Context: an optimization exercise on an open-source flow, tuned for small area, a short achievable clock period and few clock cycles. The choices shown serve that exercise and are no tape-out recipe.
RTL that was checked went through simulation tests only; none was proved equivalent to the original.
Power and IR drop assume default switching activity.

==> inputs of job 2161 <==
## ss_pipeline
module ss_pipeline (
	input  logic         clock,
	input  logic         reset,
	output logic [7:0]   imem_addr,
	input  logic [47:0]  imem_data,
	output logic [2:0]   commit_valid,
	output logic [23:0]  commit_pc,
	output logic [2:0]   commit_wr_en,
	output logic [8:0]   commit_rd,
	output logic [47:0]  commit_data,
	output logic [2:0]   commit_stop,
	output logic         halted
);
clock: 6.0 ns
lec_check: 0
cap_margin: 20
core_margin: 2
core_utilization: 40
setup_slack_margin: 3
slew_margin: 20
standard.sh (not shown) runs the stock make flow with config.mk's settings and CLKGATE_MAP_FILE= SYNTH_SCRIPT=/design/flow/synth_recipe.tcl, a recipe that flattens the netlist after the stock synthesis.
==> flow/flow/run.sh <==
#!/bin/bash
# The standard layout (standard synthesis, floorplan, placement, CTS,
# routing), except that the port buffers placed before global placement
# are sky130_fd_sc_hd__buf_2 rather than the flow's default choice (a
# clkdlybuf4s50 delay buffer), which is slow on the input and output
# paths. Make's full output goes to flow_make.log in this folder; ORFS
# keeps each step's log under orfs/logs.
set -euo pipefail
bash standard.sh "BUFFER_PORTS_ARGS=-buffer_cell sky130_fd_sc_hd__buf_2" finish > flow_make.log 2>&1
==> job 1554 (differences from job 2161) <==
--- a/flow/design.v
+++ b/flow/design.v
@@ -54,11 +54,11 @@
 `default_nettype none
 module fetch_unit (
 	input  logic        clock,
 	input  logic        reset,
 	output logic [7:0]  imem_addr,
-	input  logic [47:0] instr,       
+	input  logic [31:0] instr,       
 	output logic [2:0]  rs1,         
 	output logic [2:0]  rs2,
 	input  logic [15:0] rd1,
 	input  logic [15:0] rd2,
 	input  logic [7:0]  reg_nz,      
@@ -66,31 +66,32 @@
 	input  logic [2:0]  x_rd,
 	input  logic [15:0] x_sum,
 	input  logic        x_zero,      
 	input  logic        x_miss,      
 	input  logic [7:0]  x_alt,       
-	output logic [2:0]  d_valid,
+	output logic [1:0]  d_valid,
 	output logic [7:0]  d_pc,
-	output logic [8:0]  d_rd,
+	output logic [5:0]  d_rd,
+	output logic        d_wr,
 	output logic        d_alu,
 	output logic        d_sub,
-	output logic [2:0]  d_halt,
+	output logic [1:0]  d_halt,
 	output logic [15:0] d_a,
 	output logic [15:0] d_b,
 	output logic        d_pred       
 );
 	logic [7:0]  pc;
 	logic        stopped;
-	logic [8:0]  rd, rs1_w, rs2_w;
-	logic [2:0]  is_alu, is_sub, is_addi, is_bnz, is_halt, wr, use1, use2;
-	logic [47:0] imm;
-	logic [23:0] target;
+	logic [5:0]  rd, rs1_w, rs2_w;
+	logic [1:0]  is_alu, is_sub, is_addi, is_bnz, is_halt, wr, use1, use2;
+	logic [31:0] imm;
+	logic [15:0] target;
 	logic [15:0] a, b;
 	logic        fwd1, fwd2, pred;
-	logic [2:0]  nz, taken, valid;
+	logic [1:0]  nz, taken, valid;
 	assign imem_addr = pc;
-	for (genvar w = 0; w < 3; w++) begin : g_dec
+	for (genvar w = 0; w < 2; w++) begin : g_dec
 		decode_stage u_dec (
 			.instr   (instr[16*w +: 16]),
 			.rd      (rd[3*w +: 3]),
 			.rs1     (rs1_w[3*w +: 3]),
 			.rs2     (rs2_w[3*w +: 3]),
@@ -111,20 +112,17 @@
 	assign fwd1 = x_wr && x_rd == rs1;
 	assign fwd2 = x_wr && x_rd == rs2;
 	assign a    = fwd1 ? x_sum : rd1;
 	assign b    = fwd2 ? x_sum : rd2;
 	always_comb begin
-		for (int w = 0; w < 3; w++)
+		for (int w = 0; w < 2; w++)
 			nz[w] = x_wr && x_rd == rs1_w[3*w +: 3] ? !x_zero : reg_nz[rs1_w[3*w +: 3]];
 		pred     = is_bnz[1] && wr[0] && rd[2:0] == rs1_w[5:3];
 		taken[0] = is_bnz[0] && nz[0];
 		taken[1] = is_bnz[1] && (pred || nz[1]);
-		taken[2] = is_bnz[2] && nz[2];
 		valid[0] = !stopped;
 		valid[1] = !stopped && !taken[0] && !is_halt[0] && !is_alu[1];
-		valid[2] = valid[1] && !taken[1] && !is_halt[1] && !is_alu[2] &&
-			!(is_bnz[2] && wr[0] && rd[2:0] == rs1_w[8:6]);
 	end
 	always_ff @(posedge clock) begin
 		if (!reset) begin
 			pc      <= '0;
 			stopped <= 1'b0;
@@ -133,25 +131,22 @@
 		end else if (!stopped) begin
 			if (taken[0])
 				pc <= target[7:0];
 			else if (valid[1] && taken[1])
 				pc <= target[15:8];
-			else if (valid[2] && taken[2])
-				pc <= target[23:16];
-			else if (valid[2])
-				pc <= pc + 8'd3;
 			else if (valid[1])
 				pc <= pc + 8'd2;
 			else
 				pc <= pc + 8'd1;
-			stopped <= is_halt[0] || (valid[1] && is_halt[1]) || (valid[2] && is_halt[2]);
+			stopped <= is_halt[0] || (valid[1] && is_halt[1]);
 		end
 	end
 	always_ff @(posedge clock) begin
 		d_valid <= valid;
 		d_pc    <= pc;
 		d_rd    <= rd;
+		d_wr    <= wr[0];
 		d_alu   <= is_alu[0];
 		d_sub   <= is_sub[0];
 		d_halt  <= is_halt;
 		d_a     <= is_sub[0] ? ~a : a;
 		d_b     <= is_addi[0] ? imm[15:0] : b;
@@ -260,30 +255,30 @@
 	output logic         halted
 );
 	logic [2:0]  rs1, rs2;
 	logic [15:0] rd1, rd2;
 	logic [7:0]  reg_nz;
-	logic [2:0]  d_valid, d_halt;
-	logic        d_alu, d_sub, d_pred;
+	logic [1:0]  d_valid, d_halt;
+	logic        d_wr, d_alu, d_sub, d_pred;
 	logic [7:0]  d_pc;
-	logic [8:0]  d_rd;
+	logic [5:0]  d_rd;
 	logic [15:0] d_a, d_b;
 	logic [15:0] sum;
 	logic        zero;
 	logic        x_wr, x_miss;
-	logic [2:0]  c_valid, c_stop;
+	logic [1:0]  c_valid, c_stop;
 	logic        c_wr_en;
 	logic [7:0]  c_pc;
-	logic [8:0]  c_rd;
+	logic [5:0]  c_rd;
 	logic [15:0] c_data;
-	assign x_wr   = d_valid[0] && d_alu && d_rd[2:0] != 3'd0;
+	assign x_wr   = d_valid[0] && d_wr;
 	assign x_miss = d_pred && zero;
 	fetch_unit u_fetch (
 		.clock     (clock),
 		.reset     (reset),
 		.imem_addr (imem_addr),
-		.instr     (imem_data),
+		.instr     (imem_data[31:0]),
 		.rs1       (rs1),
 		.rs2       (rs2),
 		.rd1       (rd1),
 		.rd2       (rd2),
 		.reg_nz    (reg_nz),
@@ -294,10 +289,11 @@
 		.x_miss    (x_miss),
 		.x_alt     (d_pc + 8'd2),
 		.d_valid   (d_valid),
 		.d_pc      (d_pc),
 		.d_rd      (d_rd),
+		.d_wr      (d_wr),
 		.d_alu     (d_alu),
 		.d_sub     (d_sub),
 		.d_halt    (d_halt),
 		.d_a       (d_a),
 		.d_b       (d_b),
@@ -331,16 +327,16 @@
 		c_data  <= d_alu ? sum : 16'd0;
 		c_stop  <= d_halt;
 		if (!reset)
 			c_valid <= '0;
 	end
-	assign commit_valid = c_valid;
-	assign commit_pc    = {c_pc + 8'd2, c_pc + 8'd1, c_pc};
+	assign commit_valid = {1'b0, c_valid};
+	assign commit_pc    = {8'd0, c_pc + 8'd1, c_pc};
 	assign commit_wr_en = {2'b00, c_wr_en};
-	assign commit_rd    = c_rd;
+	assign commit_rd    = {3'd0, c_rd};
 	assign commit_data  = {32'd0, c_data};
-	assign commit_stop  = c_stop;
+	assign commit_stop  = {1'b0, c_stop};
 	always_ff @(posedge clock) begin
 		if (!reset)
 			halted <= 1'b0;
 		else if (|(c_valid & c_stop))
 			halted <= 1'b1;   
==> flow/run.sh (new file) <==
#!/bin/bash
# synth_recipe.tcl (not shown) runs the flow's synth.tcl, then flattens the netlist and writes it again
# the make line also repeats each setting of config.mk as NAME=value (left out here)
make -C /OpenROAD-flow-scripts/flow DESIGN_CONFIG=/design/flow/config.mk WORK_HOME=/design/flow/orfs CLKGATE_MAP_FILE= SYNTH_SCRIPT=/design/flow/synth_recipe.tcl finish
Settings changed: SETUP_SLACK_MARGIN 3 to 3.0.
removed: flow/flow/run.sh
removed: flow/standard.sh
==> job 7162 (differences from job 2161) <==
--- a/flow/design.v
+++ b/flow/design.v
@@ -54,11 +54,11 @@
 `default_nettype none
 module fetch_unit (
 	input  logic        clock,
 	input  logic        reset,
 	output logic [7:0]  imem_addr,
-	input  logic [47:0] instr,       
+	input  logic [31:0] instr,       
 	output logic [2:0]  rs1,         
 	output logic [2:0]  rs2,
 	input  logic [15:0] rd1,
 	input  logic [15:0] rd2,
 	input  logic [7:0]  reg_nz,      
@@ -66,31 +66,33 @@
 	input  logic [2:0]  x_rd,
 	input  logic [15:0] x_sum,
 	input  logic        x_zero,      
 	input  logic        x_miss,      
 	input  logic [7:0]  x_alt,       
-	output logic [2:0]  d_valid,
+	output logic [1:0]  d_valid,
 	output logic [7:0]  d_pc,
-	output logic [8:0]  d_rd,
-	output logic        d_alu,
+	output logic [5:0]  d_rd,
+	output logic        d_alu,       
+	output logic        d_aw,        
+	output logic [2:0]  d_xrd,       
 	output logic        d_sub,
-	output logic [2:0]  d_halt,
+	output logic [1:0]  d_halt,
 	output logic [15:0] d_a,
 	output logic [15:0] d_b,
 	output logic        d_pred       
 );
 	logic [7:0]  pc;
 	logic        stopped;
-	logic [8:0]  rd, rs1_w, rs2_w;
-	logic [2:0]  is_alu, is_sub, is_addi, is_bnz, is_halt, wr, use1, use2;
-	logic [47:0] imm;
-	logic [23:0] target;
+	logic [5:0]  rd, rs1_w, rs2_w;
+	logic [1:0]  is_alu, is_sub, is_addi, is_bnz, is_halt, wr, use1, use2;
+	logic [31:0] imm;
+	logic [15:0] target;
 	logic [15:0] a, b;
-	logic        fwd1, fwd2, pred;
-	logic [2:0]  nz, taken, valid;
+	logic        fwd1, fwd2, pred, aw;
+	logic [1:0]  nz, taken, valid;
 	assign imem_addr = pc;
-	for (genvar w = 0; w < 3; w++) begin : g_dec
+	for (genvar w = 0; w < 2; w++) begin : g_dec
 		decode_stage u_dec (
 			.instr   (instr[16*w +: 16]),
 			.rd      (rd[3*w +: 3]),
 			.rs1     (rs1_w[3*w +: 3]),
 			.rs2     (rs2_w[3*w +: 3]),
@@ -104,27 +106,25 @@
 			.use2    (use2[w]),
 			.imm     (imm[16*w +: 16]),
 			.target  (target[8*w +: 8])
 		);
 	end
-	assign rs1  = rs1_w[2:0];
-	assign rs2  = rs2_w[2:0];
+	assign aw   = !is_alu[0];
+	assign rs1  = aw ? rs1_w[5:3] : rs1_w[2:0];
+	assign rs2  = aw ? rs2_w[5:3] : rs2_w[2:0];
 	assign fwd1 = x_wr && x_rd == rs1;
 	assign fwd2 = x_wr && x_rd == rs2;
 	assign a    = fwd1 ? x_sum : rd1;
 	assign b    = fwd2 ? x_sum : rd2;
 	always_comb begin
-		for (int w = 0; w < 3; w++)
+		for (int w = 0; w < 2; w++)
 			nz[w] = x_wr && x_rd == rs1_w[3*w +: 3] ? !x_zero : reg_nz[rs1_w[3*w +: 3]];
 		pred     = is_bnz[1] && wr[0] && rd[2:0] == rs1_w[5:3];
 		taken[0] = is_bnz[0] && nz[0];
 		taken[1] = is_bnz[1] && (pred || nz[1]);
-		taken[2] = is_bnz[2] && nz[2];
 		valid[0] = !stopped;
-		valid[1] = !stopped && !taken[0] && !is_halt[0] && !is_alu[1];
-		valid[2] = valid[1] && !taken[1] && !is_halt[1] && !is_alu[2] &&
-			!(is_bnz[2] && wr[0] && rd[2:0] == rs1_w[8:6]);
+		valid[1] = !stopped && !taken[0] && !is_halt[0] && !(is_alu[0] && is_alu[1]);
 	end
 	always_ff @(posedge clock) begin
 		if (!reset) begin
 			pc      <= '0;
 			stopped <= 1'b0;
@@ -133,33 +133,32 @@
 		end else if (!stopped) begin
 			if (taken[0])
 				pc <= target[7:0];
 			else if (valid[1] && taken[1])
 				pc <= target[15:8];
-			else if (valid[2] && taken[2])
-				pc <= target[23:16];
-			else if (valid[2])
-				pc <= pc + 8'd3;
 			else if (valid[1])
 				pc <= pc + 8'd2;
 			else
 				pc <= pc + 8'd1;
-			stopped <= is_halt[0] || (valid[1] && is_halt[1]) || (valid[2] && is_halt[2]);
+			stopped <= is_halt[0] || (valid[1] && is_halt[1]);
 		end
 	end
 	always_ff @(posedge clock) begin
 		d_valid <= valid;
 		d_pc    <= pc;
 		d_rd    <= rd;
-		d_alu   <= is_alu[0];
-		d_sub   <= is_sub[0];
+		d_alu   <= is_alu[0] || (valid[1] && is_alu[1]);
+		d_aw    <= aw;
+		d_xrd   <= aw ? rd[5:3] : rd[2:0];
+		d_sub   <= aw ? is_sub[1] : is_sub[0];
 		d_halt  <= is_halt;
-		d_a     <= is_sub[0] ? ~a : a;
-		d_b     <= is_addi[0] ? imm[15:0] : b;
+		d_a     <= (aw ? is_sub[1] : is_sub[0]) ? ~a : a;
+		d_b     <= (aw ? is_addi[1] : is_addi[0]) ? (aw ? imm[31:16] : imm[15:0]) : b;
 		d_pred  <= valid[1] && pred;
 		if (!reset || x_miss) begin
 			d_valid <= '0;
+			d_alu   <= 1'b0;
 			d_pred  <= 1'b0;
 		end
 	end
 endmodule
 `default_nettype wire
@@ -260,56 +259,60 @@
 	output logic         halted
 );
 	logic [2:0]  rs1, rs2;
 	logic [15:0] rd1, rd2;
 	logic [7:0]  reg_nz;
-	logic [2:0]  d_valid, d_halt;
-	logic        d_alu, d_sub, d_pred;
+	logic [1:0]  d_valid, d_halt;
+	logic        d_alu, d_aw, d_sub, d_pred;
+	logic [2:0]  d_xrd;
+	logic        c_aw;
 	logic [7:0]  d_pc;
-	logic [8:0]  d_rd;
+	logic [5:0]  d_rd;
 	logic [15:0] d_a, d_b;
 	logic [15:0] sum;
 	logic        zero;
 	logic        x_wr, x_miss;
-	logic [2:0]  c_valid, c_stop;
+	logic [1:0]  c_valid, c_stop;
 	logic        c_wr_en;
 	logic [7:0]  c_pc;
-	logic [8:0]  c_rd;
+	logic [5:0]  c_rd;
 	logic [15:0] c_data;
-	assign x_wr   = d_valid[0] && d_alu && d_rd[2:0] != 3'd0;
+	assign x_wr   = d_alu && d_xrd != 3'd0;
 	assign x_miss = d_pred && zero;
 	fetch_unit u_fetch (
 		.clock     (clock),
 		.reset     (reset),
 		.imem_addr (imem_addr),
-		.instr     (imem_data),
+		.instr     (imem_data[31:0]),
 		.rs1       (rs1),
 		.rs2       (rs2),
 		.rd1       (rd1),
 		.rd2       (rd2),
 		.reg_nz    (reg_nz),
 		.x_wr      (x_wr),
-		.x_rd      (d_rd[2:0]),
+		.x_rd      (d_xrd),
 		.x_sum     (sum),
 		.x_zero    (zero),
 		.x_miss    (x_miss),
 		.x_alt     (d_pc + 8'd2),
 		.d_valid   (d_valid),
 		.d_pc      (d_pc),
 		.d_rd      (d_rd),
 		.d_alu     (d_alu),
+		.d_aw      (d_aw),
+		.d_xrd     (d_xrd),
 		.d_sub     (d_sub),
 		.d_halt    (d_halt),
 		.d_a       (d_a),
 		.d_b       (d_b),
 		.d_pred    (d_pred)
 	);
 	reg_file u_reg_file (
 		.clock   (clock),
 		.reset   (reset),
 		.wr_en   (x_wr),
-		.wr_rd   (d_rd[2:0]),
+		.wr_rd   (d_xrd),
 		.wr_data (sum),
 		.wr_zero (zero),
 		.rs1     (rs1),
 		.rs2     (rs2),
 		.rd1     (rd1),
@@ -325,22 +328,23 @@
 	);
 	always_ff @(posedge clock) begin
 		c_valid <= d_valid;
 		c_pc    <= d_pc;
 		c_wr_en <= d_alu;
+		c_aw    <= d_aw;
 		c_rd    <= d_rd;
 		c_data  <= d_alu ? sum : 16'd0;
 		c_stop  <= d_halt;
 		if (!reset)
 			c_valid <= '0;
 	end
-	assign commit_valid = c_valid;
-	assign commit_pc    = {c_pc + 8'd2, c_pc + 8'd1, c_pc};
-	assign commit_wr_en = {2'b00, c_wr_en};
-	assign commit_rd    = c_rd;
-	assign commit_data  = {32'd0, c_data};
-	assign commit_stop  = c_stop;
+	assign commit_valid = {1'b0, c_valid};
+	assign commit_pc    = {8'd0, c_pc + 8'd1, c_pc};
+	assign commit_wr_en = {1'b0, c_wr_en && c_aw, c_wr_en && !c_aw};
+	assign commit_rd    = {3'd0, c_rd};
+	assign commit_data  = {16'd0, c_aw ? c_data : 16'd0, c_aw ? 16'd0 : c_data};
+	assign commit_stop  = {1'b0, c_stop};
 	always_ff @(posedge clock) begin
 		if (!reset)
 			halted <= 1'b0;
 		else if (|(c_valid & c_stop))
 			halted <= 1'b1;   
==> summary of the runs <==
Worst hold slack, highest first: job 1554, job 7162, job 2161.
Between job 7162 and job 1554, the lower register-to-register slack is in job 7162 (gap 0.14 ns).
The highest synthesized area belongs to job 2161, the lowest to job 1554.
First-iteration DRC count: job 7162 > job 1554 > job 2161.
==> figures <==
metric	job 2161	job 1554	job 7162
Average wire length per cell after detail routing	18.3 um	18.7 um	18.9 um
Result of the run	complete, no violations	complete, no violations	complete, no violations
Vias in the first global route	9666	8798	10200
Area used by multi-input combinational logic	7200 um^2	6880 um^2	7440 um^2
Net switching share of the total power	0.301	0.281	0.321
Detailed Route WL	33.1 mm	31.5 mm	37.3 mm
Launch point of the worst reg-to-reg path	u_fetch.d_a[8]	u_fetch.d_a[13]	u_fetch.d_b[6]
Post-synthesis mux area share	0.117	0.122	0.0400
Seq cells	227	218	222
Worst vdd rail ir drop	0.213 mV	0.172 mV	0.189 mV
Testbench counts of job 1554, summed over its fixed seeds: cycles 7,372.
No functional check of the RTL was part of job 2161 and job 7162.

[re-timing with driven ports]
In the flow no input, the clock included, has a driving cell. The finished layouts below were timed again as built, in two steps. Step 1 sets driving cells, clkbuf_16 on the clock port and buf_2 on the other inputs (assumed; they add their load-dependent delay and slew). Step 2 moves the port delays by t, midway between the first and last clock arrival at a register: inputs arrive t later, outputs are due t later. That takes back most of the time a late clock gives input paths. Slacks: no drivers / after step 1 / after step 2; pairs: no drivers / after step 1.
| run | t (ns) | setup WS [ns] | slew at the worst register clock pin (ns) |
|---|---|---|---|
| job 2161 | 0.587 | 2.828 / 2.825 / 2.238 | 0.06 / 0.06 |
| job 1554 | 0.562 | 3.001 / 3.015 / 2.452 | 0.06 / 0.06 |
| job 7162 | 0.579 | 2.971 / 2.990 / 2.422 | 0.07 / 0.07 |
After both steps every run listed still meets setup and hold. The setup slack of job 2161, which loses most, moves by -0.003 ns with the drivers and by -0.590 ns with both steps.
